Context: an optimization exercise on an open-source flow, tuned for small area, a short achievable clock period and few clock cycles per item. The choices shown serve that exercise and are no tape-out recipe. The RTL was checked by simulation tests, not by an equivalence proof against the original design. Power figures rest on the tool's default switching activity, not on a simulated workload.

File: design.v
package hhs_pkg;
  localparam int unsigned CfgIdxW  = 3;
  localparam int unsigned CfgDataW = 16;
  localparam int unsigned InW      = 38;
  localparam int unsigned OutW     = 12;
  localparam logic [1:0] FAULT_OK       = 2'd0;
  localparam logic [1:0] FAULT_OVER_TMP = 2'd1;
  localparam logic [1:0] FAULT_LOW_TMP  = 2'd2;
  localparam logic [1:0] FAULT_FAN      = 2'd3;
  localparam logic [1:0] ModeCold  = 2'd1;
  localparam logic [1:0] ModePower = 2'd2;
  localparam logic [9:0] TempFanHigh   = 10'd250;
  localparam logic [9:0] TempFanLow    = 10'd70;
  localparam logic [9:0] TempSleepCool = 10'd70;
  localparam logic [9:0] TempFanOff    = 10'd40;
  localparam logic [7:0] SleepDuty     = 8'd50;
  localparam logic [15:0] RstSleepTicks  = 16'd100;
  localparam logic [14:0] RstErrorTicks  = 15'd5;
  localparam logic [9:0]  RstMaxTemp     = 10'd520;
  localparam logic [9:0]  RstMinTemp     = 10'd10;
  localparam logic [7:0]  RstMinAir      = 8'd10;
  localparam logic [8:0]  RstCoolLim     = 9'd120;   
  localparam logic [7:0]  RstMaxAirDuty  = 8'd86;    
  localparam logic [7:0]  RstSleepFanDuty = 8'd58;   
  function automatic logic [4:0] air_step(input logic [7:0] level);
    logic [3:0] r;
    logic       b, c;
    r = {level[3] ^ level[0], level[2:0]};
    case (r)
      4'd0:    b = level != 8'd0;
      4'd1:    b = level > 8'd25;
      4'd2:    b = level > 8'd50;
      4'd3:    b = level > 8'd75;
      4'd4:    b = level > 8'd100;
      4'd5:    b = level > 8'd125;
      4'd6:    b = level > 8'd150;
      4'd7:    b = level > 8'd175;
      4'd8:    b = level > 8'd200;
      4'd9:    b = level > 8'd225;
      4'd10:   b = level > 8'd250;
      default: b = 1'b0;
    endcase
    c = level[3] & level[0];
    air_step = {3'b111, c | !b, !(c ^ !b)};
  endfunction
  function automatic logic [7:0] air_sum(input logic [7:0] level, input logic [4:0] step);
    air_sum = {1'b0, level[7:1]} + {4'd0, level[7:4]} + {3'd0, step};
  endfunction
  function automatic logic [7:0] scaled_air(input logic [7:0] level);
    scaled_air = air_sum(level, air_step(level));
  endfunction
  function automatic logic [6:0] temp_duty(input logic [9:0] temp);
    logic [4:0] h;
    h = 5'bx;
    case (temp[7:0])
      8'd70: h = 5'd7;
      8'd71: h = 5'd7;
      8'd72: h = 5'd8;
      8'd73: h = 5'd7;
      8'd74: h = 5'd8;
      8'd75: h = 5'd7;
      8'd76: h = 5'd8;
      8'd77: h = 5'd8;
      8'd78: h = 5'd8;
      8'd79: h = 5'd8;
      8'd80: h = 5'd8;
      8'd81: h = 5'd8;
      8'd82: h = 5'd9;
      8'd83: h = 5'd8;
      8'd84: h = 5'd9;
      8'd85: h = 5'd8;
      8'd86: h = 5'd9;
      8'd87: h = 5'd9;
      8'd88: h = 5'd9;
      8'd89: h = 5'd9;
      8'd90: h = 5'd9;
      8'd91: h = 5'd9;
      8'd92: h = 5'd10;
      8'd93: h = 5'd9;
      8'd94: h = 5'd10;
      8'd95: h = 5'd9;
      8'd96: h = 5'd10;
      8'd97: h = 5'd10;
      8'd98: h = 5'd10;
      8'd99: h = 5'd10;
      8'd100: h = 5'd10;
      8'd101: h = 5'd10;
      8'd102: h = 5'd11;
      8'd103: h = 5'd10;
      8'd104: h = 5'd11;
      8'd105: h = 5'd10;
      8'd106: h = 5'd11;
      8'd107: h = 5'd11;
      8'd108: h = 5'd11;
      8'd109: h = 5'd11;
      8'd110: h = 5'd11;
      8'd111: h = 5'd11;
      8'd112: h = 5'd12;
      8'd113: h = 5'd11;
      8'd114: h = 5'd12;
      8'd115: h = 5'd11;
      8'd116: h = 5'd12;
      8'd117: h = 5'd12;
      8'd118: h = 5'd12;
      8'd119: h = 5'd12;
      8'd120: h = 5'd12;
      8'd121: h = 5'd12;
      8'd122: h = 5'd13;
      8'd123: h = 5'd12;
      8'd124: h = 5'd13;
      8'd125: h = 5'd12;
      8'd126: h = 5'd13;
      8'd127: h = 5'd13;
      8'd128: h = 5'd13;
      8'd129: h = 5'd13;
      8'd130: h = 5'd13;
      8'd131: h = 5'd13;
      8'd132: h = 5'd14;
      8'd133: h = 5'd13;
      8'd134: h = 5'd14;
      8'd135: h = 5'd13;
      8'd136: h = 5'd14;
      8'd137: h = 5'd14;
      8'd138: h = 5'd14;
      8'd139: h = 5'd14;
      8'd140: h = 5'd14;
      8'd141: h = 5'd14;
      8'd142: h = 5'd15;
      8'd143: h = 5'd14;
      8'd144: h = 5'd15;
      8'd145: h = 5'd14;
      8'd146: h = 5'd15;
      8'd147: h = 5'd15;
      8'd148: h = 5'd15;
      8'd149: h = 5'd15;
      8'd150: h = 5'd15;
      8'd151: h = 5'd15;
      8'd152: h = 5'd16;
      8'd153: h = 5'd15;
      8'd154: h = 5'd16;
      8'd155: h = 5'd15;
      8'd156: h = 5'd16;
      8'd157: h = 5'd16;
      8'd158: h = 5'd16;
      8'd159: h = 5'd16;
      8'd160: h = 5'd16;
      8'd161: h = 5'd16;
      8'd162: h = 5'd17;
      8'd163: h = 5'd16;
      8'd164: h = 5'd17;
      8'd165: h = 5'd16;
      8'd166: h = 5'd17;
      8'd167: h = 5'd17;
      8'd168: h = 5'd17;
      8'd169: h = 5'd17;
      8'd170: h = 5'd17;
      8'd171: h = 5'd17;
      8'd172: h = 5'd18;
      8'd173: h = 5'd17;
      8'd174: h = 5'd18;
      8'd175: h = 5'd17;
      8'd176: h = 5'd18;
      8'd177: h = 5'd18;
      8'd178: h = 5'd18;
      8'd179: h = 5'd18;
      8'd180: h = 5'd18;
      8'd181: h = 5'd18;
      8'd182: h = 5'd19;
      8'd183: h = 5'd18;
      8'd184: h = 5'd19;
      8'd185: h = 5'd18;
      8'd186: h = 5'd19;
      8'd187: h = 5'd19;
      8'd188: h = 5'd19;
      8'd189: h = 5'd19;
      8'd190: h = 5'd19;
      8'd191: h = 5'd19;
      8'd192: h = 5'd20;
      8'd193: h = 5'd19;
      8'd194: h = 5'd20;
      8'd195: h = 5'd19;
      8'd196: h = 5'd20;
      8'd197: h = 5'd20;
      8'd198: h = 5'd20;
      8'd199: h = 5'd20;
      8'd200: h = 5'd20;
      8'd201: h = 5'd20;
      8'd202: h = 5'd21;
      8'd203: h = 5'd20;
      8'd204: h = 5'd21;
      8'd205: h = 5'd20;
      8'd206: h = 5'd21;
      8'd207: h = 5'd21;
      8'd208: h = 5'd21;
      8'd209: h = 5'd21;
      8'd210: h = 5'd21;
      8'd211: h = 5'd21;
      8'd212: h = 5'd22;
      8'd213: h = 5'd21;
      8'd214: h = 5'd22;
      8'd215: h = 5'd21;
      8'd216: h = 5'd22;
      8'd217: h = 5'd22;
      8'd218: h = 5'd22;
      8'd219: h = 5'd22;
      8'd220: h = 5'd22;
      8'd221: h = 5'd22;
      8'd222: h = 5'd23;
      8'd223: h = 5'd22;
      8'd224: h = 5'd23;
      8'd225: h = 5'd22;
      8'd226: h = 5'd23;
      8'd227: h = 5'd23;
      8'd228: h = 5'd23;
      8'd229: h = 5'd23;
      8'd230: h = 5'd23;
      8'd231: h = 5'd23;
      8'd232: h = 5'd24;
      8'd233: h = 5'd23;
      8'd234: h = 5'd24;
      8'd235: h = 5'd23;
      8'd236: h = 5'd24;
      8'd237: h = 5'd24;
      8'd238: h = 5'd24;
      8'd239: h = 5'd24;
      8'd240: h = 5'd24;
      8'd241: h = 5'd24;
      8'd242: h = 5'd25;
      8'd243: h = 5'd24;
      8'd244: h = 5'd25;
      8'd245: h = 5'd24;
      8'd246: h = 5'd25;
      8'd247: h = 5'd25;
      8'd248: h = 5'd25;
      8'd249: h = 5'd25;
      default: h = 5'bx;
    endcase
    temp_duty = temp[7:1] - {2'd0, h};
  endfunction
endpackage
module hhs_cfg_regs (
  input  logic                         clk_i,
  input  logic                         rst_ni,
  input  logic                         we_i,
  input  logic [hhs_pkg::CfgIdxW-1:0]  idx_i,
  input  logic [hhs_pkg::CfgDataW-1:0] data_i,
  input  logic [7:0]                   level_i,
  input  logic [7:0]                   air_duty_i,
  output logic [15:0]                  sleep_ticks_o,
  output logic [14:0]                  error_ticks_o,
  output logic [9:0]                   max_temp_o,
  output logic [9:0]                   min_temp_o,
  output logic [7:0]                   min_air_o,
  output logic [8:0]                   cool_lim_o,
  output logic [7:0]                   max_air_duty_o,
  output logic [7:0]                   sleep_fan_duty_o
);
  logic pend_pto_q, pend_max_air_q, pend_sfl_q;
  always_ff @(posedge clk_i or negedge rst_ni) begin
    if (!rst_ni) begin
      sleep_ticks_o <= hhs_pkg::RstSleepTicks;
      error_ticks_o <= hhs_pkg::RstErrorTicks;
      max_temp_o    <= hhs_pkg::RstMaxTemp;
      min_temp_o    <= hhs_pkg::RstMinTemp;
      min_air_o     <= hhs_pkg::RstMinAir;
    end else if (we_i) begin
      case (idx_i)
        3'd0: sleep_ticks_o <= data_i;
        3'd1: error_ticks_o <= data_i[14:0];
        3'd2: max_temp_o    <= data_i[9:0];
        3'd3: min_temp_o    <= data_i[9:0];
        3'd4: min_air_o     <= data_i[7:0];
        default: ;
      endcase
    end
  end
  always_ff @(posedge clk_i or negedge rst_ni) begin
    if (!rst_ni) begin
      pend_pto_q     <= 1'b0;
      pend_max_air_q <= 1'b0;
      pend_sfl_q     <= 1'b0;
    end else begin
      pend_pto_q     <= we_i && (idx_i == 3'd5);
      pend_max_air_q <= we_i && (idx_i == 3'd6);
      pend_sfl_q     <= we_i && (idx_i == 3'd7);
    end
  end
  always_ff @(posedge clk_i or negedge rst_ni) begin
    if (!rst_ni) begin
      cool_lim_o       <= hhs_pkg::RstCoolLim;
      max_air_duty_o   <= hhs_pkg::RstMaxAirDuty;
      sleep_fan_duty_o <= hhs_pkg::RstSleepFanDuty;
    end else begin
      if (pend_pto_q)     cool_lim_o       <= {1'b0, level_i} + 9'd70;
      if (pend_max_air_q) max_air_duty_o   <= air_duty_i;
      if (pend_sfl_q)     sleep_fan_duty_o <= air_duty_i;
    end
  end
endmodule
module hhs_step (
  input  logic        cold_i,         
  input  logic        docked_i,       
  input  logic        sleep_cool_i,   
  input  logic        air_low_i,
  input  logic        hot_i,
  input  logic        cool_i,
  input  logic        fan_off_i,      
  input  logic [7:0]  duty_sel_i,     
  input  logic [15:0] sleep_ticks_i,
  input  logic [14:0] error_ticks_i,
  input  logic [7:0]  max_air_duty_i,
  input  logic        work_i,
  input  logic [15:0] sleep_cnt_i,
  input  logic [15:0] fault_cnt_i,
  input  logic [1:0]  fault_i,
  input  logic        fan_fault_i,
  input  logic        fan_hold_i,
  input  logic [7:0]  duty_i,
  output logic        work_o,
  output logic [15:0] sleep_cnt_o,
  output logic [15:0] fault_cnt_o,
  output logic [1:0]  fault_o,
  output logic        fan_fault_o,
  output logic        fan_hold_o,
  output logic [7:0]  duty_o,
  output logic        beep_o
);
  logic        sleep_hit, dbl_hit, half_hit;
  logic [15:0] fault_base;
  assign sleep_hit = (sleep_cnt_i != 16'hffff) && (sleep_cnt_i >= sleep_ticks_i);
  assign fault_base = work_i ? fault_cnt_i : 16'd0;
  assign dbl_hit  = work_i ? (fault_cnt_i >= {error_ticks_i, 1'b0})
                           : (error_ticks_i == 15'd0);
  assign half_hit = work_i ? (fault_cnt_i >= {2'b0, error_ticks_i[14:1]})
                           : (error_ticks_i[14:1] == 14'd0);
  always_comb begin
    work_o      = work_i;
    sleep_cnt_o = sleep_cnt_i;
    beep_o      = 1'b0;
    if (!work_i) begin
      if (!docked_i || cold_i) work_o = 1'b1;
    end else if (docked_i && !cold_i && sleep_cool_i) begin
      if (sleep_hit) begin
        work_o      = 1'b0;
        sleep_cnt_o = 16'd0;
        beep_o      = 1'b1;
      end else begin
        sleep_cnt_o = sleep_cnt_i + 16'd1;
      end
    end
    fault_o     = fault_i;
    fault_cnt_o = fault_base;
    if (fault_i == hhs_pkg::FAULT_OK) begin
      if (cold_i) begin
        if (air_low_i) begin
          if (dbl_hit) begin
            fault_o     = hhs_pkg::FAULT_FAN;
            fault_cnt_o = 16'd0;
          end else begin
            fault_cnt_o = fault_base + 16'd1;
          end
        end
      end else if (!docked_i && (hot_i || cool_i || air_low_i)) begin
        if (half_hit && hot_i) begin
          fault_o     = hhs_pkg::FAULT_OVER_TMP;
          fault_cnt_o = 16'd0;
        end else if (dbl_hit && air_low_i) begin
          fault_o     = hhs_pkg::FAULT_FAN;
          fault_cnt_o = 16'd0;
        end else if (dbl_hit && cool_i) begin
          fault_o     = hhs_pkg::FAULT_LOW_TMP;
          fault_cnt_o = 16'd0;
        end else begin
          fault_cnt_o = fault_base + 16'd1;
        end
      end else begin
        fault_cnt_o = 16'd0;
      end
    end else if (docked_i) begin
      fault_o     = hhs_pkg::FAULT_OK;
      fault_cnt_o = 16'd0;
    end
    fan_fault_o = fan_fault_i;
    fan_hold_o  = fan_hold_i;
    duty_o      = duty_i;
    if (!fan_fault_i) begin
      if (fault_o != hhs_pkg::FAULT_OK) begin
        fan_fault_o = 1'b1;
      end else if (work_o) begin
        fan_hold_o = cold_i || !docked_i;
        duty_o     = duty_sel_i;
      end else if (!fan_off_i) begin
        if (!fan_hold_i) duty_o = hhs_pkg::SleepDuty;
      end else if (!fan_hold_i) begin
        fan_hold_o = 1'b1;
        duty_o     = 8'd0;
      end
    end else begin
      duty_o = max_air_duty_i;
      if (fault_o == hhs_pkg::FAULT_OK) fan_fault_o = 1'b0;
    end
  end
endmodule
module heater_handle_supervisor (
  input  logic                         clk_i,
  input  logic                         rst_ni,
  input  logic                         in_valid_i,
  output logic                         in_ready_o,
  input  logic [hhs_pkg::InW-1:0]      in_data_i,
  output logic                         out_valid_o,
  input  logic                         out_ready_i,
  output logic [hhs_pkg::OutW-1:0]     out_data_o,
  input  logic                         cfg_valid_i,
  output logic                         cfg_ready_o,
  input  logic [hhs_pkg::CfgIdxW-1:0]  cfg_index_i,
  input  logic [hhs_pkg::CfgDataW-1:0] cfg_data_i
);
  logic [15:0] sleep_ticks;
  logic [14:0] error_ticks;
  logic [9:0]  max_temp;
  logic [9:0]  min_temp;
  logic [7:0]  min_air;
  logic [8:0]  cool_lim;
  logic [7:0]  max_air_duty;
  logic [7:0]  sleep_fan_duty;
  logic        s0_valid_q;
  logic        s0_docked_q, s0_cold_q, s0_power_q;
  logic [9:0]  s0_temp_q;
  logic        s0_air_low_q;
  logic [7:0]  s0_level_q;
  logic [1:0]  s0_cold_step_q, s0_hot_step_q;
  logic        in_cold;
  logic [4:0]  cold_step, hot_step, cfg_step;
  logic        s1_valid_q;
  logic        s1_docked_q, s1_cold_q, s1_sleep_cool_q, s1_air_low_q;
  logic        s1_hot_q, s1_cool_q, s1_fan_off_q;
  logic [7:0]  s1_duty_sel_q;
  logic [7:0]  air_duty, duty_sel;
  logic        sleep_cool;
  logic        work_q, work_d;
  logic [15:0] sleep_cnt_q, sleep_cnt_d;
  logic [15:0] fault_cnt_q, fault_cnt_d;
  logic [1:0]  fault_q, fault_d;
  logic        fan_fault_q, fan_fault_d;
  logic        fan_hold_q, fan_hold_d;
  logic [7:0]  duty_q, duty_d;
  logic        beep_q, beep_d;
  logic        res_valid_q;
  logic [hhs_pkg::OutW-1:0] res;
  logic        old_valid_q;
  logic        out_valid_q;
  logic [hhs_pkg::OutW-1:0] out_q;
  logic [hhs_pkg::OutW-1:0] res_d;
  logic        in_ready_q;
  logic        accept, full2, en0, en1, adv2;
  logic        s0_valid_d, s1_valid_d, res_valid_d, old_valid_d;
  assign cfg_ready_o = 1'b1;
  assign full2  = res_valid_q && old_valid_q;
  assign adv2   = s1_valid_q && !full2;
  assign en1    = !s1_valid_q || !full2;
  assign en0    = !s0_valid_q || en1;
  assign accept = in_valid_i && in_ready_q;
  assign s0_valid_d   = en0 ? accept : s0_valid_q;
  assign s1_valid_d   = en1 ? s0_valid_q : s1_valid_q;
  assign res_valid_d  = adv2 || (res_valid_q && !(!old_valid_q && out_ready_i));
  assign old_valid_d  = old_valid_q ? !out_ready_i : (res_valid_q && adv2 && !out_ready_i);
  always_ff @(posedge clk_i or negedge rst_ni) begin
    if (!rst_ni) begin
      s0_valid_q   <= 1'b0;
      s1_valid_q   <= 1'b0;
      res_valid_q  <= 1'b0;
      old_valid_q  <= 1'b0;
      out_valid_q  <= 1'b0;
      in_ready_q   <= 1'b1;
    end else begin
      s0_valid_q   <= s0_valid_d;
      s1_valid_q   <= s1_valid_d;
      res_valid_q  <= res_valid_d;
      old_valid_q  <= old_valid_d;
      out_valid_q  <= res_valid_d || old_valid_d;
      in_ready_q   <= !(s0_valid_d && s1_valid_d && res_valid_d && old_valid_d);
    end
  end
  assign in_ready_o = in_ready_q;
  assign in_cold   = (in_data_i[35:34] == hhs_pkg::ModeCold);
  assign cold_step = hhs_pkg::air_step(in_data_i[7:0]);
  assign hot_step  = hhs_pkg::air_step(in_data_i[15:8]);
  assign cfg_step  = hhs_pkg::air_step(cfg_data_i[7:0]);
  always_ff @(posedge clk_i) begin
    if (en0) begin
      s0_docked_q <= !in_data_i[37] && in_data_i[36];
      s0_cold_q   <= in_cold;
      s0_power_q  <= (in_data_i[35:34] == hhs_pkg::ModePower);
      s0_temp_q   <= in_data_i[33:24];
      s0_air_low_q <= in_data_i[23:16] < min_air;
    end
    if (cfg_valid_i) begin
      s0_level_q     <= cfg_data_i[7:0];
      s0_cold_step_q <= cfg_step[1:0];
      s0_hot_step_q  <= cfg_step[1:0];
    end else if (en0) begin
      s0_level_q     <= in_cold ? in_data_i[7:0] : in_data_i[15:8];
      s0_cold_step_q <= cold_step[1:0];
      s0_hot_step_q  <= hot_step[1:0];
    end
  end
  assign air_duty = hhs_pkg::air_sum(s0_level_q, {3'b111, s0_cold_q ? s0_cold_step_q : s0_hot_step_q});
  always_comb begin
    if (s0_cold_q || !s0_docked_q) begin
      duty_sel = air_duty;
    end else if (s0_temp_q >= hhs_pkg::TempFanHigh) begin
      duty_sel = sleep_fan_duty;
    end else if (s0_temp_q >= hhs_pkg::TempFanLow) begin
      duty_sel = {1'b0, hhs_pkg::temp_duty(s0_temp_q)};
    end else begin
      duty_sel = 8'd0;
    end
  end
  assign sleep_cool = s0_power_q ? ({1'b0, s0_temp_q} <= {2'b0, cool_lim})
                                 : (s0_temp_q <= hhs_pkg::TempSleepCool);
  always_ff @(posedge clk_i) begin
    if (en1) begin
      s1_docked_q     <= s0_docked_q;
      s1_cold_q       <= s0_cold_q;
      s1_sleep_cool_q <= sleep_cool;
      s1_air_low_q    <= s0_air_low_q;
      s1_hot_q        <= s0_temp_q >= max_temp;
      s1_cool_q       <= s0_temp_q <= min_temp;
      s1_fan_off_q    <= s0_temp_q < hhs_pkg::TempFanOff;
      s1_duty_sel_q   <= duty_sel;
    end
  end
  hhs_cfg_regs u_cfg (
    .clk_i            (clk_i),
    .rst_ni           (rst_ni),
    .we_i             (cfg_valid_i),
    .idx_i            (cfg_index_i),
    .data_i           (cfg_data_i),
    .level_i          (s0_level_q),
    .air_duty_i       (air_duty),
    .sleep_ticks_o    (sleep_ticks),
    .error_ticks_o    (error_ticks),
    .max_temp_o       (max_temp),
    .min_temp_o       (min_temp),
    .min_air_o        (min_air),
    .cool_lim_o       (cool_lim),
    .max_air_duty_o   (max_air_duty),
    .sleep_fan_duty_o (sleep_fan_duty)
  );
  hhs_step u_step (
    .cold_i         (s1_cold_q),
    .docked_i       (s1_docked_q),
    .sleep_cool_i   (s1_sleep_cool_q),
    .air_low_i      (s1_air_low_q),
    .hot_i          (s1_hot_q),
    .cool_i         (s1_cool_q),
    .fan_off_i      (s1_fan_off_q),
    .duty_sel_i     (s1_duty_sel_q),
    .sleep_ticks_i  (sleep_ticks),
    .error_ticks_i  (error_ticks),
    .max_air_duty_i (max_air_duty),
    .work_i         (work_q),
    .sleep_cnt_i    (sleep_cnt_q),
    .fault_cnt_i    (fault_cnt_q),
    .fault_i        (fault_q),
    .fan_fault_i    (fan_fault_q),
    .fan_hold_i     (fan_hold_q),
    .duty_i         (duty_q),
    .work_o         (work_d),
    .sleep_cnt_o    (sleep_cnt_d),
    .fault_cnt_o    (fault_cnt_d),
    .fault_o        (fault_d),
    .fan_fault_o    (fan_fault_d),
    .fan_hold_o     (fan_hold_d),
    .duty_o         (duty_d),
    .beep_o         (beep_d)
  );
  always_ff @(posedge clk_i or negedge rst_ni) begin
    if (!rst_ni) begin
      work_q      <= 1'b0;
      sleep_cnt_q <= 16'd0;
      fault_cnt_q <= 16'd0;
      fault_q     <= hhs_pkg::FAULT_OK;
      fan_fault_q <= 1'b0;
      fan_hold_q  <= 1'b0;
      duty_q      <= 8'd0;
      beep_q      <= 1'b0;
    end else if (adv2) begin
      work_q      <= work_d;
      sleep_cnt_q <= sleep_cnt_d;
      fault_cnt_q <= fault_cnt_d;
      fault_q     <= fault_d;
      fan_fault_q <= fan_fault_d;
      fan_hold_q  <= fan_hold_d;
      duty_q      <= duty_d;
      beep_q      <= beep_d;
    end
  end
  assign res   = {work_q, fault_q, duty_q, beep_q};
  assign res_d = adv2 ? {work_d, fault_d, duty_d, beep_d} : res;
  always_ff @(posedge clk_i) begin
    if (!old_valid_d) out_q <= res_d;
  end
  assign out_valid_o = out_valid_q;
  assign out_data_o  = out_q;
endmodule
File: flow/run.sh
#!/bin/bash
# Layout: the standard flow (standard.sh, which runs the standard synthesis
# unchanged) with two settings changed: the ports are buffered with
# sky130_fd_sc_hd__buf_1 (buffer_ports' own pick is a delay buffer), and the
# timing repair aims for 6 ns of setup slack at the design's clock period.
# The make output goes to standard_flow.log; ORFS's logs stay under orfs/logs.
set -euo pipefail
bash standard.sh SETUP_SLACK_MARGIN=6.3 "BUFFER_PORTS_ARGS=-buffer_cell sky130_fd_sc_hd__buf_1" finish > standard_flow.log 2>&1
File: standard.sh
#!/bin/bash
# synth_recipe.tcl (not shown) runs the flow's synth.tcl, then flattens the netlist and writes it again
# the make line also repeats each setting of config.mk as NAME=value (left out here)
make -C /OpenROAD-flow-scripts/flow DESIGN_CONFIG=/design/flow/config.mk WORK_HOME=/design/flow/orfs CLKGATE_MAP_FILE= SYNTH_SCRIPT=/design/flow/synth_recipe.tcl "${@:-finish}"
File: config.mk
export PLATFORM = sky130hd
export DESIGN_NAME = heater_handle_supervisor
export DESIGN_NICKNAME = heater_handle_supervisor
export VERILOG_FILES = /design/flow/design.v
export SDC_FILE = /design/flow/constraint.sdc
export NUM_CORES = 4
export LEC_CHECK = 0
export CAP_MARGIN = 20
export CORE_MARGIN = 2
export CORE_UTILIZATION = 40
export CTS_BUF_LIST = sky130_fd_sc_hd__clkbuf_8
export SLEW_MARGIN = 20
File: constraint.sdc
create_clock -name core_clock -period 9.0 [get_ports {clk_i}]
set_input_delay 1.8000 -clock core_clock [delete_from_list [all_inputs] [get_ports {clk_i}]]
set_output_delay 1.8000 -clock core_clock [all_outputs]
set_load 0.01 [all_outputs]
==> results of run 1 <==
## layer usage
| metal | track usage [%] | wire, microns |
|---|---|---|
| met4 | 5.372 | 449 |
| met2 | 33.63 | 15470 |
| met5 | 0 | 0 |
| met1 | 27.60 | 14990 |
| met3 | 2.513 | 999 |
## flip-flops by register name, indices dropped and copies added, names as in the netlist, 9 cells and up, named ones only
signal / cells
fault_cnt_q: 16
out_q: 12
s0_temp_q: 10
sleep_cnt_q: 16
u_cfg.cool_lim_o: 9
u_cfg.error_ticks_o: 15
u_cfg.max_temp_o: 10
u_cfg.min_temp_o: 10
u_cfg.sleep_ticks_o: 16
## worst max-delay path: stages
cell and delay, ns:
sky130_fd_sc_hd__buf_2 0.15, sky130_fd_sc_hd__nor3_2 0.23, sky130_fd_sc_hd__o22ai_2 0.10, sky130_fd_sc_hd__o211ai_1 0.12, sky130_fd_sc_hd__o211a_1 0.22, sky130_fd_sc_hd__nor2_1 0.06
sky130_fd_sc_hd__nor2_1 0.09, sky130_fd_sc_hd__o22a_1 0.16, sky130_fd_sc_hd__a21oi_2 0.04, sky130_fd_sc_hd__ha_1 0.26, sky130_fd_sc_hd__mux2i_1 0.05
## worst min-delay path by stage
stage | from | endpoint | depth (start not counted)
floorplan | s0_air_low_q | s1_air_low_q | 0
global placement | u_cfg.max_air_duty_o[2] | u_cfg.max_air_duty_o[2] | 2
detailed placement | beep_q | beep_q | 1
CTS | s0_level_q[0] | u_cfg.cool_lim_o[0] | 1
global route | s0_level_q[0] | u_cfg.cool_lim_o[0] | 1
finish | s0_level_q[0] | u_cfg.cool_lim_o[0] | 1
## synthesized netlist by cell type, types with 27 or more instances
master,instances
sky130_fd_sc_hd__mux2i_1,35
sky130_fd_sc_hd__nand2_1,148
sky130_fd_sc_hd__clkbuf_1,43
sky130_fd_sc_hd__mux2_2,27
sky130_fd_sc_hd__nor2_1,89
sky130_fd_sc_hd__inv_1,117
sky130_fd_sc_hd__ha_1,103
sky130_fd_sc_hd__a21oi_1,76
sky130_fd_sc_hd__edfxtp_1,53
sky130_fd_sc_hd__dfrtp_1,115
sky130_fd_sc_hd__o21ai_0,108
sky130_fd_sc_hd__a21o_1,27
sky130_fd_sc_hd__nand3_1,30
## through the flow
| step | area [sq um] | util [%] | power, W | instances |
|---|---|---|---|---|
| 3_3_place_gp | 12820 | 43.36 | 0.002240 | 1698 |
| 2_1_floorplan | 12250 | - | 0.001997 | 1272 |
| 4_1_cts | 14290 | 48.36 | 0.003001 | 1795 |
| 3_5_place_dp | 12820 | 43.36 | 0.002264 | 1698 |
| 5_1_grt | 15280 | 51.69 | 0.003426 | 1831 |
| 6_report | 15280 | 51.69 | 0.003222 | 1831 |
## layout make-up
class | count | area (sq um)
Inverter | 117 | 441.7
Sequential cell | 197 | 5210
Fill cell | 2645 | 14280
Tap cell | 390 | 488.0
Clock buffer | 18 | 247.7
Multi-Input combinational cell | 910 | 7184
Timing Repair Buffer | 185 | 1594
Clock inverter | 14 | 113.9
## where the power goes
| part | leakage [nW] | total, W | internal [W] | switching [W] |
|---|---|---|---|---|
| logic | 4.12 | 0.00133 | 0.000617 | 0.000710 |
| registers | 2.29 | 0.00135 | 0.00118 | 0.000168 |
| clock network | 0.188 | 0.000549 | 0.000207 | 0.000342 |
## repair_timing
item,4_1_cts,5_1_grt
pin swaps,52,88
buffers inserted,62,34
gates resized for setup,162,168
hold endpoints to repair,0,0
setup endpoints to repair,190,90
cloned,3,2
## logic make-up (layout without fill, tap and decap cells)
kind of cell / count (synthesis) / in the layout / synth area share, %
AO/OA/AOI/OAI: 328 / 328 / 17.41
other: 1 / 1 / 0.03130
AND/OR/NAND/NOR: 383 / 384 / 14.87
XOR/XNOR: 27 / 27 / 1.974
adder cells (fa/ha/maj): 108 / 108 / 11.51
flip-flops: 197 / 197 / 43.40
buffers and inverters: 166 / 334 / 5.337
multiplexers: 62 / 62 / 5.462
==> impl_metrics.csv, run 1 <==
group,metric,value,unit
synth,ys_top_cells_by_area,"sky130_fd_sc_hd__dfrtp_1 (24%), sky130_fd_sc_hd__edfxtp_1 (13%), sky130_fd_sc_hd__ha_1 (11%), sky130_fd_sc_hd__dfstp_2 (5.3%), sky130_fd_sc_hd__nand2_1 (4.6%)",
sta,slew_headroom,50.09,%
global_route,largest_net_degree_at_the_start_of_global_routing,78,
synth,synth_area,11980,sq um
drt,drc,0,
synth,asyncSetResetFlopFracSynth,70.56,%
hold_path,hold_class,"flop to flop",
synth,synth_seq_cells,197,
global_route,antenna_violations_before_repair,0,
drt,dr.first_iter.drc_count,620,
sta,finalCriticalPeriod,3.069,ns
setup_path,cp.arrival,3.30,ns
final_layout,final_common_cell,"sky130_fd_sc_hd__nand2_1",
clock_network,worstSkewPairLatency,0.47,ns
power,leakage,6.603,nW
drt,wire_per_inst,17.43,microns
setup_path,rrSetupSlack,5.99,ns
floorplanning,floorplan.die.height,177.1,microns
floorplanning,placement_rows,63,
synth,syn_nets,1441,
clock_network,cts_tree,"built",
setup_path,endpoint,"s0_hot_step_q[0]",
floorplanning,chipWidth,177.1,microns
clock_network,clk_pin_slew,0.11,ns
global_route,grt.total_usage,20.14,%
sta,rsz0062_at_grt,"true",
setup_path,data_required_time_at_the_worst_endpoint,9.23,ns
setup_path,crit_path_start_kind,"input pin",
floorplanning,placeableCoreArea,29560,sq um
setup_path,critical_path_peak_fanout,8,
global_route,grt_pass1_wl,50.42,mm
sta,timing.final.hold_violations,0,
clock_network,clock_sink_count,197,
sta,timing_worst_slew_pin_value,0.7429,ns
drt,viasPerCell,5.470,
final_layout,antenna-diode-count,0,
drt,wirelength,31.91,mm
global_route,grt.overflow.total,0,
setup_path,reg2reg_end,"fault_cnt_q[14]",
setup_path,worstSetupEndpointType,"flop",
drt,drt_pass1_iterations,5,
clock_network,number_of_buffers_inserted_during_clock_tree_synthesis,17,
clock_network,clock_tree_buffer_depth,2,
sta,timing.hold.ws,0.4889,ns
synth,syn-instance-count,1272,
synth,yosysTopAreaCellShare,24.02,%
sta,timing.setup.tns,0,ns
sta,fmaxAchievable,325.9,MHz
place,place_congestion,0.8409,
place,post-dp-hpwl,21.12,mm
drt,detailroute.via_count,10020,
place,io_buffers,75,
synth,synth.yosys.warnings,3,
power,irDropWorstVdd,80.57,uV
final_layout,layout-drive-gt1-share,27.83,%
setup_path,worst_r2r_startpoint,"fault_cnt_q[9]",
synth,post_synth_edffs,53,
clock_network,htree_num_levels,4,
synth,synth_area_per_cell,9.418,sq um
run,drv_cap,0,
floorplanning,num_io_pins,77,
sta,finalWorstSetupSlack,5.931,ns
sta,finalSetupViolCount,0,
setup_path,worstRegToRegCells,11,
global_route,grt_pass1_vias,9757,
sta,worst_clock_skew,0.01818,ns
floorplanning,initial_utilization,40.53,%
setup_path,worstSetupStartpoint,"in_data_i[12]",
synth,yosysSeqAreaShare,43.40,%
sta,finalCritPeriodShare,34.10,%
setup_path,worstSetupPathType,"input pin to flop",
run_status,status,"timing/DRC/antenna clean",
clock_network,clock_tree.root_cell,"sky130_fd_sc_hd__clkbuf_8",
sta,maxSlewViolCount,0,
final_layout,layout_common_cells,"sky130_fd_sc_hd__nand2_1 (141), sky130_fd_sc_hd__dfrtp_1 (107), sky130_fd_sc_hd__inv_1 (103)",
clock_network,cts_hold_buf,0,
drt,drtAntennaViolNets,0,
power,power_density,210.9,nW/um^2
synth,synth_cell_types,77,
floorplanning,die-area,31350,sq um
final_layout,area.growth.synth_to_final,27.54,%
place,pre_cts_ws,5.162,ns
final_layout,design.final.nets,1597,
synth,ys.flop_type,"sky130_fd_sc_hd__dfrtp_1",
synth,synth_top_cell_by_area,"sky130_fd_sc_hd__dfrtp_1",
Testbench counts, summed over its fixed seeds: cycles 16,024, items 16,000.
==> run 2: changes to the inputs <==
--- a/flow/run.sh
+++ b/flow/run.sh
@@ -5,4 +5,4 @@
 # timing repair aims for 6 ns of setup slack at the design's clock period.
 # The make output goes to standard_flow.log; ORFS's logs stay under orfs/logs.
 set -euo pipefail
-bash standard.sh SETUP_SLACK_MARGIN=6.3 "BUFFER_PORTS_ARGS=-buffer_cell sky130_fd_sc_hd__buf_1" finish > standard_flow.log 2>&1
+bash standard.sh SETUP_SLACK_MARGIN=5.8 RECOVER_POWER=100 "BUFFER_PORTS_ARGS=-buffer_cell sky130_fd_sc_hd__buf_1" finish > standard_flow.log 2>&1
==> run 2 against run 1 <==
Now fails the layout checks on max-capacitance violations, max-slew violations; die area stayed put; total power down 10%; maximum frequency down 36%; via count is 6.3% lower; clock skew rose by 0.0025 ns; clock power grew 16%; sequential share of layout area rose by 5.3 points; sequential cell count did not move; largest cell class unchanged; final cell count down 4.9%; critical endpoint is now fault_cnt_q[13].
==> impl_metrics.csv, run 2 <==
group,metric,value,unit
global_route,largest_net_degree_at_the_start_of_global_routing,78,
floorplanning,num_io_pins,77,
synth,asyncSetResetFlopFracSynth,70.56,%
drt,viasPerCell,5.388,
sta,rsz0062_at_grt,"true",
power,irDropWorstVdd,102.7,uV
synth,synth_area,11980,sq um
drt,dr.first_iter.drc_count,635,
global_route,grt.overflow.total,0,
setup_path,path_delay_family,"buffers and inverters",
floorplanning,chipWidth,177.1,microns
sta,fmaxAchievable,207.8,MHz
place,post-dp-hpwl,21.10,mm
synth,ys.flop_type,"sky130_fd_sc_hd__dfrtp_1",
clock_network,clk_pin_slew,0.11,ns
global_route,grt_use_met1,26.35,%
floorplanning,initial_utilization,40.53,%
global_route,grt_pass1_vias,8917,
synth,synth_area_per_cell,9.418,sq um
drt,wire_per_inst,16.44,microns
floorplanning,placeableCoreArea,29560,sq um
synth,synthMostInstantiatedCell,"sky130_fd_sc_hd__nand2_1",
power,p_total,0.002901,W
synth,synth_cell_types,77,
power,power_density,219.5,nW/um^2
synth,yosysSeqAreaShare,43.40,%
final_layout,design.final.nets,1507,
clock_network,number_of_buffers_inserted_during_clock_tree_synthesis,17,
synth,ys_top_cells_by_area,"sky130_fd_sc_hd__dfrtp_1 (24%), sky130_fd_sc_hd__edfxtp_1 (13%), sky130_fd_sc_hd__ha_1 (11%), sky130_fd_sc_hd__dfstp_2 (5.3%), sky130_fd_sc_hd__nand2_1 (4.6%)",
setup_path,crit_path_start_kind,"input pin",
clock_network,clock_tree_buffer_depth,2,
floorplanning,die-area,31350,sq um
power,leakage,5.772,nW
drt,wirelength,28.63,mm
synth,synth_seq_cells,197,
clock_network,clock_tree.root_cell,"sky130_fd_sc_hd__clkbuf_8",
floorplanning,placement_rows,63,
clock_network,htree_num_levels,4,
setup_path,cp_cell_sequence,"clkbuf_1",
hold_path,hold_class,"flop to flop",
global_route,grt.total_usage,18.73,%
synth,syn_nets,1441,
global_route,met2_usage,30.37,%
sta,timing.final.hold_violations,0,
synth,synth.yosys.warnings,3,
sta,finalCriticalPeriod,4.812,ns
floorplanning,floorplan.die.height,177.1,microns
sta,finalSetupViolCount,0,
final_layout,layout-drive-gt1-share,9.178,%
synth,syn-instance-count,1272,
synth,cell_types_with_the_highest_counts_after_synthesis,"sky130_fd_sc_hd__nand2_1 (148), sky130_fd_sc_hd__inv_1 (117), sky130_fd_sc_hd__dfrtp_1 (115), sky130_fd_sc_hd__o21ai_0 (108), sky130_fd_sc_hd__ha_1 (103)",
setup_path,data_required_time_at_the_worst_endpoint,8.52,ns
sta,slew_headroom,-142.5,%
drt,drc,0,
synth,yosysTopAreaCellShare,24.02,%
drt,drtAntennaViolNets,0,
run_status,check-failures,"max-capacitance violations, max-slew violations",
global_route,antenna_violations_before_repair,0,
place,pre_cts_ws,5.167,ns
clock_network,cts_tree,"built",
setup_path,critical_path.slowest_cell,"sky130_fd_sc_hd__clkbuf_1",
synth,synth_top_cell_by_area,"sky130_fd_sc_hd__dfrtp_1",
place,dpl_cell_area,12670,sq um
sta,finalCritPeriodShare,53.47,%
final_layout,area.growth.synth_to_final,10.30,%
sta,worst_clock_skew,0.02064,ns
run_status,status,"finished with violations",
synth,post_synth_edffs,53,
final_layout,layout_common_cells,"sky130_fd_sc_hd__nand2_1 (148), sky130_fd_sc_hd__inv_1 (118), sky130_fd_sc_hd__dfrtp_1 (112)",
clock_network,cts_hold_buf,0,
global_route,grt_pass1_wl,46.93,mm
setup_path,cp.arrival,4.33,ns
setup_path,worstSetupPathType,"input pin to asynchronous set/reset pin",
clock_network,worstSkewPairLatency,0.50,ns
sta,timing_worst_slew_pin_value,3.638,ns
setup_path,critPathMaxStageDelay,2.50,ns
setup_path,worst-path-buf-inv,1,
final_layout,antenna-diode-count,0,
final_layout,final_common_cell,"sky130_fd_sc_hd__nand2_1",
setup_path,critical_path_peak_fanout,63,
final_layout,stdcell_area,13210,sq um
sta,maxSlewViolCount,126,
global_route,top_usage_layer,"met2",
place,io_buffers,75,
sta,finalWorstSetupSlack,4.188,ns
drt,detailroute.via_count,9380,
place,place_congestion,0.8525,
run,drv_cap,3,
final_layout,reg_top3,"fault_cnt_q x16, sleep_cnt_q x16, u_cfg.sleep_ticks_o x16",
drt,drt_pass1_iterations,5,
setup_path,worstSetupEndpointType,"asynchronous set/reset pin",
sta,timing.setup.tns,0,ns
clock_network,clock_sink_count,197,
global_route,grt_use_met3,2.771,%
==> run 2: cell counts after synthesis <==
Identical to the previous run, type by type.
==> run 2: what timing repair did <==
| item | in CTS | in global routing |
|---|---|---|
| resized for setup | 12 | 37 |
| endpoints found under the setup margin | 21 | 94 |
| cloned | 0 | 2 |
| setup buffers | 1 | 8 |
| pin swaps | 1 | 8 |
==> run 2: routing by layer <==
metal	routed length, microns	up-vias
met5	0	-
met4	274	0
met3	1047	17
met2	13470	187
met1	13840	4496
li1	-	4680
==> run 2: final cells by class <==
| class | instances | area, sq um |
|---|---|---|
| fill | 2870 | 16350 |
| tap | 390 | 488.0 |
| sequential | 197 | 5204 |
| multi-input combinational | 910 | 6218 |
| inverter | 117 | 439.2 |
| clock inverter | 15 | 216.5 |
| timing repair buffer | 95 | 414.1 |
| clock buffer | 17 | 234.0 |
==> run 2: power by group <==
part           total, W  leakage [nW]  switching (W)  internal (W)
logic          0.000935          3.25       0.000557      0.000378
registers       0.00133          2.30       0.000152       0.00118
clock network  0.000637         0.225       0.000349      0.000288
total           0.00290          5.77        0.00106       0.00184
==> run 2: worst paths after layout <==
| path | slack (ns) | cells past startpoint | end | start |
|---|---|---|---|---|
| min reg2reg | 0.50 | 1 | u_cfg.cool_lim_o[0] | s0_level_q[0] |
| max | 4.19 | 1 | fault_cnt_q[13] | rst_ni |
| max reg2reg | 4.99 | 9 | flop | s1_valid_q |
| max in group core_clock | 4.59 | 5 | u_cfg.max_temp_o[0] | cfg_valid_i |
| min | 0.50 | 1 | u_cfg.cool_lim_o[0] | s0_level_q[0] |
| min in group asynchronous | 2.54 | 1 | fault_cnt_q[11] | rst_ni |
==> run 2: kinds of logic (layout without fill, tap and decap cells) <==
logic type                 Yosys count  in the layout  synth area share (%)
AOI/OAI and AO/OA                  328            328                 17.41
xor gates and xnor gates            27             27                 1.974
adders and majority gates          108            108                 11.51
buffers and inverters              166            244                 5.337
DFF                                197            197                 43.40
muxes                               62             62                 5.462
other                                1              1               0.03130
and+or+nand+nor                    383            384                 14.87
==> run 2: through the flow <==
step / hold WS (ns) / util, % / instances
2_1_floorplan: 0.4003 / - / 1272
3_3_place_gp: 0.4680 / 42.88 / 1698
3_5_place_dp: 0.4707 / 42.88 / 1698
4_1_cts: 0.4918 / 44.56 / 1731
5_1_grt: 0.5147 / 44.70 / 1741
6_report: 0.4957 / 44.70 / 1741
==> run 3: changes to the inputs <==
--- a/flow/run.sh
+++ b/flow/run.sh
@@ -5,4 +5,4 @@
 # timing repair aims for 6 ns of setup slack at the design's clock period.
 # The make output goes to standard_flow.log; ORFS's logs stay under orfs/logs.
 set -euo pipefail
-bash standard.sh SETUP_SLACK_MARGIN=5.8 RECOVER_POWER=100 "BUFFER_PORTS_ARGS=-buffer_cell sky130_fd_sc_hd__buf_1" finish > standard_flow.log 2>&1
+bash standard.sh SETUP_SLACK_MARGIN=6 "BUFFER_PORTS_ARGS=-buffer_cell sky130_fd_sc_hd__buf_1" finish > standard_flow.log 2>&1
==> run 3 against run 2 <==
Largest power group unchanged; maximum frequency increased by 56%; synthesized cell count unchanged; global-route usage increased by 0.29 points; count of clock-buffer cells in the layout unchanged; sequential cell count unchanged; critical path type is now input pin to flop; the run now finishes clean; combinational power increased by 17%; first-iteration DRC count decreased by 7.9%.
==> impl_metrics.csv, run 3 <==
group,metric,value,unit
clock_network,clock_tree_buffer_depth,2,
global_route,grt_pass1_wl,47.90,mm
floorplanning,placement_rows,63,
sta,finalSetupViolCount,0,
synth,synth_area_per_cell,9.418,sq um
floorplanning,chipWidth,177.1,microns
synth,ys.flop_type,"sky130_fd_sc_hd__dfrtp_1",
floorplanning,initial_utilization,40.53,%
clock_network,clk_pin_slew,0.10,ns
global_route,largest_net_degree_at_the_start_of_global_routing,74,
drt,drt_pass1_iterations,6,
global_route,met2_usage,31.18,%
global_route,top_usage_layer,"met2",
floorplanning,num_io_pins,77,
run_status,status,"timing/DRC/antenna clean",
power,leakage,6.029,nW
sta,fmaxAchievable,324.0,MHz
final_layout,antenna-diode-count,0,
final_layout,layout_common_cells,"sky130_fd_sc_hd__nand2_1 (148), sky130_fd_sc_hd__inv_1 (112), sky130_fd_sc_hd__dfrtp_1 (111)",
clock_network,htree_num_levels,4,
final_layout,reg_top3,"fault_cnt_q x16, sleep_cnt_q x16, u_cfg.sleep_ticks_o x16",
drt,viasPerCell,5.438,
drt,wire_per_inst,16.65,microns
power,power_density,214.5,nW/um^2
setup_path,worstSetupStartpoint,"in_data_i[10]",
sta,timing_worst_slew_pin_value,0.9201,ns
clock_network,cts_hold_buf,0,
final_layout,final_common_cell,"sky130_fd_sc_hd__nand2_1",
final_layout,area.growth.synth_to_final,16.10,%
final_layout,layout-drive-gt1-share,17.29,%
power,irDropWorstVdd,98.66,uV
setup_path,worstRegToRegCells,12,
global_route,grt_pass1_vias,9392,
synth,synth_top_cell_by_area,"sky130_fd_sc_hd__dfrtp_1",
synth,ys_top_cells_by_area,"sky130_fd_sc_hd__dfrtp_1 (24%), sky130_fd_sc_hd__edfxtp_1 (13%), sky130_fd_sc_hd__ha_1 (11%), sky130_fd_sc_hd__dfstp_2 (5.3%), sky130_fd_sc_hd__nand2_1 (4.6%)",
synth,syn-instance-count,1272,
drt,dr.first_iter.drc_count,585,
final_layout,design.final.nets,1538,
setup_path,critical_path_peak_fanout,6,
sta,finalCritPeriodShare,34.29,%
power,p_total,0.002983,W
synth,synth_seq_cells,197,
global_route,grt_use_met3,3.179,%
synth,post_synth_edffs,53,
final_layout,stdcell_count,1772,
setup_path,cp.arrival,3.31,ns
synth,synth_area,11980,sq um
global_route,grt.total_usage,19.02,%
drt,drtAntennaViolNets,0,
setup_path,worst_r2r_startpoint,"u_cfg.sleep_ticks_o[2]",
setup_path,worstSetupEndpointType,"flop",
clock_network,clock_tree.root_cell,"sky130_fd_sc_hd__clkbuf_8",
clock_network,clock_sink_count,197,
clock_network,cts_tree,"built",
hold_path,hold_path_depth,2,
drt,detailroute.via_count,9636,
place,io_buffers,75,
global_route,grt_use_met1,26.15,%
final_layout,fill_cells,2827,
synth,synth.yosys.warnings,3,
sta,rsz0062_at_grt,"true",
place,post-dp-hpwl,20.94,mm
synth,yosysSeqAreaShare,43.40,%
synth,asyncSetResetFlopFracSynth,70.56,%
hold_path,worst_hold_startpoint,"u_cfg.max_air_duty_o[2]",
sta,slew_headroom,38.53,%
sta,finalWorstSetupSlack,5.914,ns
run,drv_cap,0,
synth,yosysTopAreaCellShare,24.02,%
sta,worst_clock_skew,0.01913,ns
setup_path,data_required_time_at_the_worst_endpoint,9.23,ns
synth,synth_cell_types,77,
sta,timing.setup.tns,0,ns
sta,maxSlewViolCount,0,
clock_network,worstSkewPairLatency,0.48,ns
sta,timing.final.hold_violations,0,
place,pre_cts_ws,5.168,ns
hold_path,hold_class,"flop to flop",
synth,cell_types_with_the_highest_counts_after_synthesis,"sky130_fd_sc_hd__nand2_1 (148), sky130_fd_sc_hd__inv_1 (117), sky130_fd_sc_hd__dfrtp_1 (115), sky130_fd_sc_hd__o21ai_0 (108), sky130_fd_sc_hd__ha_1 (103)",
setup_path,worstSetupPathType,"input pin to flop",
sta,finalCriticalPeriod,3.086,ns
floorplanning,placeableCoreArea,29560,sq um
global_route,antenna_violations_before_repair,0,
place,place_congestion,0.8578,
synth,synthMostInstantiatedCell,"sky130_fd_sc_hd__nand2_1",
drt,drc,0,
floorplanning,floorplan.die.height,177.1,microns
place,post-place-cells,1698,
floorplanning,die-area,31350,sq um
clock_network,number_of_buffers_inserted_during_clock_tree_synthesis,17,
synth,syn_nets,1441,
setup_path,crit_path_start_kind,"input pin",
drt,wirelength,29.50,mm
global_route,grt.overflow.total,0,
==> run 3: cell counts after synthesis <==
Identical to the previous run, type by type.
==> run 3: report_power, final <==
group | switching, W | internal, W
sequential | 0.000163 | 0.00118
combinational | 0.000615 | 0.000470
clock | 0.000353 | 0.000204
==> run 3: worst paths after layout <==
check                                     endpoint  slack [ns]
setup / recovery                  s0_hot_step_q[0]        5.91
hold / removal             u_cfg.max_air_duty_o[2]        0.49
setup reg to reg                          out_q[4]        5.94
hold reg to reg            u_cfg.max_air_duty_o[2]        0.49
max in group asynchronous      u_cfg.min_temp_o[8]        6.30
min in group asynchronous          fault_cnt_q[11]        1.54
==> run 3: cell families (layout without fill, tap and decap cells) <==
family,count (synthesis),after routing,share of synthesized area [%]
AOI/OAI and AO/OA,328,329,17.41
buffers and inverters,166,274,5.337
xor gates and xnor gates,27,27,1.974
and+or+nand+nor,383,384,14.87
muxes,62,62,5.462
adders and majority gates,108,108,11.51
DFF,197,197,43.40
other,1,1,0.03130
==> run 3: timing repair <==
item / in CTS / in global routing
endpoints found under the hold margin: 0 / 0
gates cloned: 3 / 0
setup endpoints to repair: 99 / 36
pin swaps: 19 / 21
resized for setup: 67 / 52
buffers inserted: 20 / 19
==> run 3: metal layers <==
metal  vias to the layer above  routed length (microns)
li1                       4737                        -
met1                      4639                    13930
met2                       225                    14000
met3                        35                     1156
met4                         0                      418
met5                         -                        0
==> run 3: cell type report <==
type	instances	area [sq um]	area share [%]
Clock inverter	15	145.1	1.043
Multi-Input combinational cell	911	6633	47.68
Timing Repair Buffer	125	765.7	5.505
Inverter	117	439.2	3.157
Tap cell	390	488.0	3.508
Sequential cell	197	5205	37.42
Clock buffer	17	234.0	1.682
==> run 3: per-stage QoR <==
step | instance area, sq um | utilization, % | hold WS [ns]
2_1_floorplan | 12120 | - | 0.4003
3_3_place_gp | 12730 | 43.05 | 0.4624
3_5_place_dp | 12730 | 43.05 | 0.4697
4_1_cts | 13540 | 45.82 | 0.4861
5_1_grt | 13910 | 47.06 | 0.5171
6_report | 13910 | 47.06 | 0.4851
==> run 3: critical path, stage by stage <==
cell and delay [ns]:
sky130_fd_sc_hd__buf_1 0.24, sky130_fd_sc_hd__a21boi_0 0.14, sky130_fd_sc_hd__o211ai_1 0.26, sky130_fd_sc_hd__o211a_1 0.22, sky130_fd_sc_hd__nor2_1 0.05, sky130_fd_sc_hd__nor2_1 0.09
sky130_fd_sc_hd__o22a_1 0.16, sky130_fd_sc_hd__a21oi_2 0.04, sky130_fd_sc_hd__ha_1 0.27, sky130_fd_sc_hd__mux2i_1 0.06
==> run 4: changes to the inputs <==
--- a/flow/run.sh
+++ b/flow/run.sh
@@ -5,4 +5,4 @@
 # timing repair aims for 6 ns of setup slack at the design's clock period.
 # The make output goes to standard_flow.log; ORFS's logs stay under orfs/logs.
 set -euo pipefail
-bash standard.sh SETUP_SLACK_MARGIN=6 "BUFFER_PORTS_ARGS=-buffer_cell sky130_fd_sc_hd__buf_1" finish > standard_flow.log 2>&1
+bash standard.sh SETUP_SLACK_MARGIN=5.8 "BUFFER_PORTS_ARGS=-buffer_cell sky130_fd_sc_hd__buf_1" finish > standard_flow.log 2>&1
==> run 4 against run 3 <==
Still clean; synthesized area unchanged; setup slack worse by 0.016 ns; total power is 1.6% lower; synthesized cell count is the same; first-iteration DRC count rose by 2.9%; combinational power fell by 11%; cell area down 3.8%; non-clock buffer count down 30; worst hold slack better by 0.010 ns; core utilization down 1.8 points.
==> impl_metrics.csv, run 4 <==
group,metric,value,unit
run_status,status,"timing/DRC/antenna clean",
synth,post_synth_edffs,53,
clock_network,worstSkewPairLatency,0.50,ns
sta,finalSetupViolCount,0,
clock_network,htree_num_levels,4,
synth,syn_nets,1441,
global_route,grt.overflow.total,0,
drt,wirelength,28.64,mm
final_layout,layout-drive-gt1-share,11.62,%
synth,synth_seq_cells,197,
sta,worst_clock_skew,0.02274,ns
floorplanning,num_io_pins,77,
synth,synth_top_cell_by_area,"sky130_fd_sc_hd__dfrtp_1",
synth,syn-instance-count,1272,
synth,synth.yosys.warnings,3,
setup_path,worstSetupPathType,"input pin to flop",
global_route,largest_net_degree_at_the_start_of_global_routing,78,
global_route,grt.total_usage,18.73,%
final_layout,fill_cells,2847,
floorplanning,floorplan.die.height,177.1,microns
sta,maxSlewViolCount,0,
setup_path,worstSetupEndpointType,"flop",
clock_network,clock_sink_count,197,
final_layout,design.final.nets,1507,
sta,slew_headroom,34.70,%
synth,cell_types_with_the_highest_counts_after_synthesis,"sky130_fd_sc_hd__nand2_1 (148), sky130_fd_sc_hd__inv_1 (117), sky130_fd_sc_hd__dfrtp_1 (115), sky130_fd_sc_hd__o21ai_0 (108), sky130_fd_sc_hd__ha_1 (103)",
global_route,antenna_violations_before_repair,0,
final_layout,final_common_cell,"sky130_fd_sc_hd__nand2_1",
final_layout,area.growth.synth_to_final,11.68,%
drt,wire_per_inst,16.45,microns
run,drv_cap,0,
clock_network,number_of_buffers_inserted_during_clock_tree_synthesis,17,
floorplanning,initial_utilization,40.53,%
sta,finalCritPeriodShare,34.47,%
synth,ys.flop_type,"sky130_fd_sc_hd__dfrtp_1",
floorplanning,chipWidth,177.1,microns
place,post-dp-hpwl,21.10,mm
setup_path,rrSetupSlack,5.92,ns
synth,synth_area,11980,sq um
global_route,grt_pass1_wl,46.93,mm
synth,synth_area_per_cell,9.418,sq um
setup_path,critical_path_peak_fanout,7,
drt,dr.first_iter.drc_count,602,
clock_network,cts_tree,"built",
sta,finalCriticalPeriod,3.102,ns
drt,drt_pass1_iterations,5,
drt,viasPerCell,5.379,
synth,yosysSeqAreaShare,43.40,%
power,leakage,5.845,nW
place,place_congestion,0.8525,
sta,timing.hold.ws,0.4955,ns
setup_path,crit_path_start_kind,"input pin",
synth,synth_cell_types,77,
synth,ys_top_cells_by_area,"sky130_fd_sc_hd__dfrtp_1 (24%), sky130_fd_sc_hd__edfxtp_1 (13%), sky130_fd_sc_hd__ha_1 (11%), sky130_fd_sc_hd__dfstp_2 (5.3%), sky130_fd_sc_hd__nand2_1 (4.6%)",
clock_network,clock_tree.root_cell,"sky130_fd_sc_hd__clkbuf_8",
global_route,grt_pass1_vias,8917,
floorplanning,placeableCoreArea,29560,sq um
final_layout,antenna-diode-count,0,
floorplanning,placement_rows,63,
place,io_buffers,75,
floorplanning,die-area,31350,sq um
clock_network,clk_pin_slew,0.11,ns
drt,detailroute.via_count,9365,
setup_path,data_required_time_at_the_worst_endpoint,9.25,ns
synth,synthMostInstantiatedCell,"sky130_fd_sc_hd__nand2_1",
sta,timing.final.hold_violations,0,
synth,yosysTopAreaCellShare,24.02,%
drt,drc,0,
setup_path,cp.arrival,3.35,ns
clock_network,clock_tree_buffer_depth,2,
power,irDropWorstVdd,105.8,uV
sta,fmaxAchievable,322.4,MHz
synth,asyncSetResetFlopFracSynth,70.56,%
drt,drtAntennaViolNets,0,
hold_path,hold_class,"flop to flop",
sta,timing.setup.tns,0,ns
sta,timing_worst_slew_pin_value,0.9523,ns
final_layout,reg_top3,"fault_cnt_q x16, sleep_cnt_q x16, u_cfg.sleep_ticks_o x16",
final_layout,layout_common_cells,"sky130_fd_sc_hd__nand2_1 (148), sky130_fd_sc_hd__inv_1 (118), sky130_fd_sc_hd__dfrtp_1 (112)",
power,power_density,219.3,nW/um^2
sta,rsz0062_at_grt,"true",
==> run 4: cell counts after synthesis <==
Identical to the previous run, type by type.
==> run 4: cells by family (layout without fill, tap and decap cells) <==
group,count (synthesis),in the layout,synth area share [%]
buffers and inverters,166,244,5.337
xor gates and xnor gates,27,27,1.974
AOI/OAI and AO/OA,328,328,17.41
muxes,62,62,5.462
DFF,197,197,43.40
other,1,1,0.03130
adders and majority gates,108,108,11.51
and+or+nand+nor,383,384,14.87
==> run 4: worst max-delay path, stage by stage <==
cell and delay, ns:
sky130_fd_sc_hd__buf_1 0.16, sky130_fd_sc_hd__nand2_1 0.10, sky130_fd_sc_hd__o21ai_0 0.08, sky130_fd_sc_hd__a222oi_1 0.36, sky130_fd_sc_hd__o211a_1 0.21, sky130_fd_sc_hd__nor2_1 0.05, sky130_fd_sc_hd__nor2_1 0.08, sky130_fd_sc_hd__o22a_1 0.16
sky130_fd_sc_hd__a21oi_2 0.04, sky130_fd_sc_hd__ha_1 0.26, sky130_fd_sc_hd__mux2i_1 0.05
==> run 4: worst paths after layout <==
path                       cells past startpoint               startpoint                 endpoint
max                                           11            in_data_i[15]         s0_hot_step_q[0]
min                                            2  u_cfg.max_air_duty_o[2]  u_cfg.max_air_duty_o[2]
max reg2reg                                   10           fault_cnt_q[9]                 out_q[1]
min reg2reg                                    2  u_cfg.max_air_duty_o[2]  u_cfg.max_air_duty_o[2]
max in group asynchronous                      2                   rst_ni   u_cfg.sleep_ticks_o[3]
min in group asynchronous                      1                   rst_ni          fault_cnt_q[11]
==> run 4: report_power, final <==
| part | leakage [nW] | switching [W] | internal (W) |
|---|---|---|---|
| clock network | 0.225 | 0.000350 | 0.000288 |
| logic | 3.32 | 0.000567 | 0.000398 |
| registers | 2.30 | 0.000155 | 0.00118 |
==> run 4: through the flow <==
step | instance area [sq um] | std cells | total power, W | utilization, % | setup WS, ns
2_1_floorplan | 12070 | 1272 | 0.001971 | - | 5.619
6_report | 13380 | 1741 | 0.002935 | 45.26 | 5.898
5_1_grt | 13380 | 1741 | 0.003145 | 45.26 | 5.773
4_1_cts | 13170 | 1731 | 0.002902 | 44.56 | 5.823
3_5_place_dp | 12670 | 1698 | 0.002244 | 42.88 | 5.167
3_3_place_gp | 12670 | 1698 | 0.002221 | 42.88 | 5.261
==> run 4: layout make-up <==
class                      count  area [sq um]  share of cell area [%]
sequential                   197          5204                   38.89
multi-input combinational    910          6327                   47.29
clock inverter                15         216.5                   1.618
timing repair buffer          95         470.5                   3.516
tap                          390         488.0                   3.647
inverter                     117         439.2                   3.283
clock buffer                  17         234.0                   1.749
==> run 4: timing repair <==
| item | 4_1_cts | 5_1_grt |
|---|---|---|
| gates cloned | 0 | 2 |
| hold buffers | 0 | 0 |
| pin swaps | 1 | 8 |
| endpoints found under the setup margin | 21 | 94 |
| resized for setup | 12 | 37 |
| setup buffers | 1 | 8 |
==> run 4: routing by layer <==
layer  track usage [%]  wire (microns)  vias up
met3             2.771            1057       18
met4             4.442             277        0
li1                  -               -     4675
met5                 0               0        -
met2             30.37           13500      192
met1             26.35           13800     4480
==> run 5: changes to the inputs <==
--- a/config.mk
+++ b/config.mk
@@ -8,5 +8,4 @@
 export CAP_MARGIN = 20
 export CORE_MARGIN = 2
 export CORE_UTILIZATION = 40
-export CTS_BUF_LIST = sky130_fd_sc_hd__clkbuf_8
 export SLEW_MARGIN = 20
==> run 5 against run 4 <==
Sequential cell count unchanged; critical path depth unchanged; die area is the same; clock skew is 0.0086 ns lower; setup slack got worse by 0.11 ns; core utilization grew 0.83 points; still clean on timing, DRC and antenna; highest routed layer unchanged; sequential power about the same.
==> impl_metrics.csv, run 5 <==
group,metric,value,unit
sta,timing_worst_slew_pin_value,0.9315,ns
hold_path,hold_path_depth,2,
global_route,grt.overflow.total,0,
synth,yosysTopAreaCellShare,24.02,%
clock_network,cts_hold_buf,0,
synth,synthMostInstantiatedCell,"sky130_fd_sc_hd__nand2_1",
clock_network,clk_pin_slew,0.08,ns
synth,post_synth_edffs,53,
clock_network,clock_tree_buffer_depth,2,
synth,synth_area,11980,sq um
setup_path,cp_cell_sequence,"clkbuf_2, nand2_1, o21ai_0, a222oi_1, o211a_1, nor2_1, nor2_1, o22a_1, a21oi_2, ha_1, mux2i_1",
synth,cell_types_with_the_highest_counts_after_synthesis,"sky130_fd_sc_hd__nand2_1 (148), sky130_fd_sc_hd__inv_1 (117), sky130_fd_sc_hd__dfrtp_1 (115), sky130_fd_sc_hd__o21ai_0 (108), sky130_fd_sc_hd__ha_1 (103)",
drt,dr.first_iter.drc_count,547,
floorplanning,initial_utilization,40.53,%
sta,maxSlewViolCount,0,
floorplanning,placement_rows,63,
setup_path,worst_r2r_startpoint,"fault_cnt_q[11]",
clock_network,cts_tree,"built",
power,irDropWorstVdd,121.7,uV
sta,fmaxAchievable,311.4,MHz
drt,wirelength,29.00,mm
drt,drc,0,
synth,syn-instance-count,1272,
synth,synth_top_cell_by_area,"sky130_fd_sc_hd__dfrtp_1",
drt,viasPerCell,5.359,
power,power.sequential.fraction,42.7,%
final_layout,antenna-diode-count,0,
floorplanning,floorplan.die.height,177.1,microns
setup_path,cp_common_cell,"sky130_fd_sc_hd__nor2_1",
final_layout,design.final.nets,1518,
global_route,grt_pass1_vias,8955,
setup_path,worstSetupEndpointType,"flop",
final_layout,final_common_cell,"sky130_fd_sc_hd__nand2_1",
global_route,grt.total_usage,18.79,%
global_route,antenna_violations_before_repair,0,
power,power.share.switching,35.05,%
power,leakage,5.983,nW
setup_path,crit_path_start_kind,"input pin",
synth,ys.flop_type,"sky130_fd_sc_hd__dfrtp_1",
power,power_report.internal_total,0.002023,W
synth,synth_area_per_cell,9.418,sq um
final_layout,stdcell_area,13620,sq um
place,io_buffers,75,
sta,worst_clock_skew,0.01416,ns
hold_path,hold_end,"u_cfg.max_air_duty_o[2]",
setup_path,data_required_time_at_the_worst_endpoint,9.19,ns
synth,yosysSeqAreaShare,43.40,%
hold_path,hold_class,"flop to flop",
power,combinationalPowerShare,31.2,%
final_layout,reg_top3,"fault_cnt_q x16, sleep_cnt_q x16, u_cfg.sleep_ticks_o x16",
final_layout,area.growth.synth_to_final,13.72,%
drt,wire_per_inst,16.55,microns
synth,asyncSetResetFlopFracSynth,70.56,%
sta,rsz0062_at_grt,"true",
hold_path,worst_hold_startpoint,"u_cfg.max_air_duty_o[2]",
floorplanning,die-area,31350,sq um
setup_path,cp.arrival,3.40,ns
setup_path,critical_path.slowest_cell,"sky130_fd_sc_hd__a222oi_1",
final_layout,layout_common_cells,"sky130_fd_sc_hd__nand2_1 (148), sky130_fd_sc_hd__inv_1 (114), sky130_fd_sc_hd__dfrtp_1 (110)",
synth,synth_cell_types,77,
sta,finalSetupViolCount,0,
drt,drt_pass1_iterations,5,
floorplanning,num_io_pins,77,
global_route,grt_pass1_wl,47.07,mm
floorplanning,chipWidth,177.1,microns
final_layout,fill_cells,2816,
sta,finalCritPeriodShare,35.68,%
sta,timing.setup.tns,0,ns
power,power_density,228.6,nW/um^2
clock_network,number_of_buffers_inserted_during_clock_tree_synthesis,17,
power,clockPowerShare,26.1,%
setup_path,reg2reg_end,"out_q[2]",
power,power.switching,0.001092,W
sta,slew_headroom,36.13,%
setup_path,critPathMaxStageDelay,0.38,ns
place,dpl_cell_area,12670,sq um
clock_network,worstSkewPairLatency,0.45,ns
setup_path,worstRegToRegCells,9,
place,post-dp-hpwl,21.10,mm
final_layout,layout-drive-gt1-share,12.85,%
synth,ys_top_cells_by_area,"sky130_fd_sc_hd__dfrtp_1 (24%), sky130_fd_sc_hd__edfxtp_1 (13%), sky130_fd_sc_hd__ha_1 (11%), sky130_fd_sc_hd__dfstp_2 (5.3%), sky130_fd_sc_hd__nand2_1 (4.6%)",
synth,synth.yosys.warnings,3,
setup_path,rrSetupSlack,5.88,ns
synth,synth_seq_cells,197,
clock_network,clock_tree.root_cell,"sky130_fd_sc_hd__clkbuf_16",
sta,finalCriticalPeriod,3.211,ns
sta,timing.final.hold_violations,0,
setup_path,worstSetupPathType,"input pin to flop",
run_status,status,"timing/DRC/antenna clean",
setup_path,critical_path_peak_fanout,7,
clock_network,clock_sink_count,197,
place,place_congestion,0.8525,
drt,drtAntennaViolNets,0,
clock_network,htree_num_levels,4,
setup_path,path_delay_family,"compound AO/OA/AOI/OAI gates",
floorplanning,placeableCoreArea,29560,sq um
synth,syn_nets,1441,
run,drv_cap,0,
global_route,largest_net_degree_at_the_start_of_global_routing,78,
setup_path,worst-path-buf-inv,1,
drt,detailroute.via_count,9389,
## run 5: cell count changes in the layout (fill, tap and decap cells not counted), sizes merged
cell and change:
bufinv -1, nor2 -1, buf +11, clkbuf +3
inv -1
## run 5: cell families after synthesis
kind of cell | count (synthesis) | share of synthesized area [%]
and+or+nand+nor | 383 | 14.87
AOI/OAI and AO/OA | 328 | 17.41
DFF | 197 | 43.40
buffers and inverters | 166 | 5.337
adders and majority gates | 108 | 11.51
muxes | 62 | 5.462
xor gates and xnor gates | 27 | 1.974
other | 1 | 0.03130
## run 5: worst max path at each step
stage / from / end / slack [ns] / depth (start not counted)
after floorplan: in_data_i[12] / s0_hot_step_q[0] / 5.62 / 10
after global placement: in_data_i[8] / s0_hot_step_q[0] / 5.26 / 11
after detailed placement: in_data_i[8] / s0_hot_step_q[0] / 5.17 / 11
after CTS: cfg_valid_i / u_cfg.max_temp_o[0] / 5.80 / 5
after global routing: in_data_i[15] / s0_hot_step_q[0] / 5.76 / 11
final: in_data_i[15] / s0_hot_step_q[0] / 5.79 / 11
## run 5: power groups by stage
stage	Clock, W	Sequential, W	Combinational [W]
2_1_floorplan	0	0.00129	0.000679
3_3_place_gp	0	0.00134	0.000880
3_5_place_dp	0	0.00134	0.000903
4_1_cts	0.000834	0.00133	0.000919
5_1_grt	0.000870	0.00136	0.00110
6_report	0.000814	0.00133	0.000972
## run 5: layer usage
layer	share of wire [%]	global-route usage, %	wire length, microns	up-vias
met3	3.7	2.857	1086	25
met1	48	26.45	13930	4476
met2	47	30.07	13600	199
li1	-	-	-	4689
met5	0	0	0	-
met4	1.3	5.131	376	0
## run 5: layout make-up
cell class	count	area (sq um)	area share, %
well taps	390	488.0	3.582
inverters	117	439.2	3.223
clock inverters	13	182.7	1.341
clock buffers	19	454.2	3.334
repair buffers	107	560.5	4.114
multi-input cells	909	6294	46.19
flip-flops and latches	197	5206	38.21
## run 5: what timing repair did
item	in CTS	in global routing
pin swaps	1	12
setup endpoints to repair	21	97
gates resized for setup	13	43
setup buffers	1	19
gates cloned	0	2
## run 5: worst reg2reg max path, stage by stage (launching register included)
cell and delay [ns]:
sky130_fd_sc_hd__dfrtp_2 0.46, sky130_fd_sc_hd__ha_1 0.30, sky130_fd_sc_hd__and4_1 0.20, sky130_fd_sc_hd__a2111o_1 0.47, sky130_fd_sc_hd__or4b_4 0.56, sky130_fd_sc_hd__a311oi_4 0.22
sky130_fd_sc_hd__buf_6 0.17, sky130_fd_sc_hd__buf_4 0.13, sky130_fd_sc_hd__nor4_1 0.05, sky130_fd_sc_hd__a221o_1 0.30
## run 5: metrics by stage
stage               total power (W)  std cells  hold WS (ns)  worst slack, ns  utilization, %
finish                     0.003115       1752        0.4873            5.789           46.09
global route               0.003329       1752        0.5091            5.756           46.09
CTS                        0.003079       1731        0.4866            5.804           45.19
detailed placement         0.002244       1698        0.4707            5.167           42.88
global placement           0.002221       1698        0.4680            5.261           42.88
floorplan                  0.001971       1272        0.4003            5.619               -

==> port drivers added, routing unchanged <==
The flow's constraints put no driver on any port. The routed layouts listed below were extracted and timed again, unchanged, in two steps.
Step 1: set_driving_cell puts a clkbuf_16 on clk_i and a buf_2 on each other input, an assumption about the parent block.
Step 2 also shifts input and output timing later by t, the mid clock arrival at the registers, as if the neighbouring blocks saw the same clock.
Three values: no drivers, after step 1, after step 2; two values: the first two.
| run | shift t [ns] | slack for setup (ns) |
|---|---|---|
| run 1 | 0.506 | 5.931 / 5.931 / 5.425 |
| run 2 | 0.528 | 4.188 / 4.166 / 3.637 |
| run 3 | 0.510 | 5.914 / 5.926 / 5.416 |
| run 4 | 0.530 | 5.898 / 5.919 / 5.390 |
| run 5 | 0.487 | 5.789 / 5.815 / 5.328 |
Setup slack includes reset recovery checks.
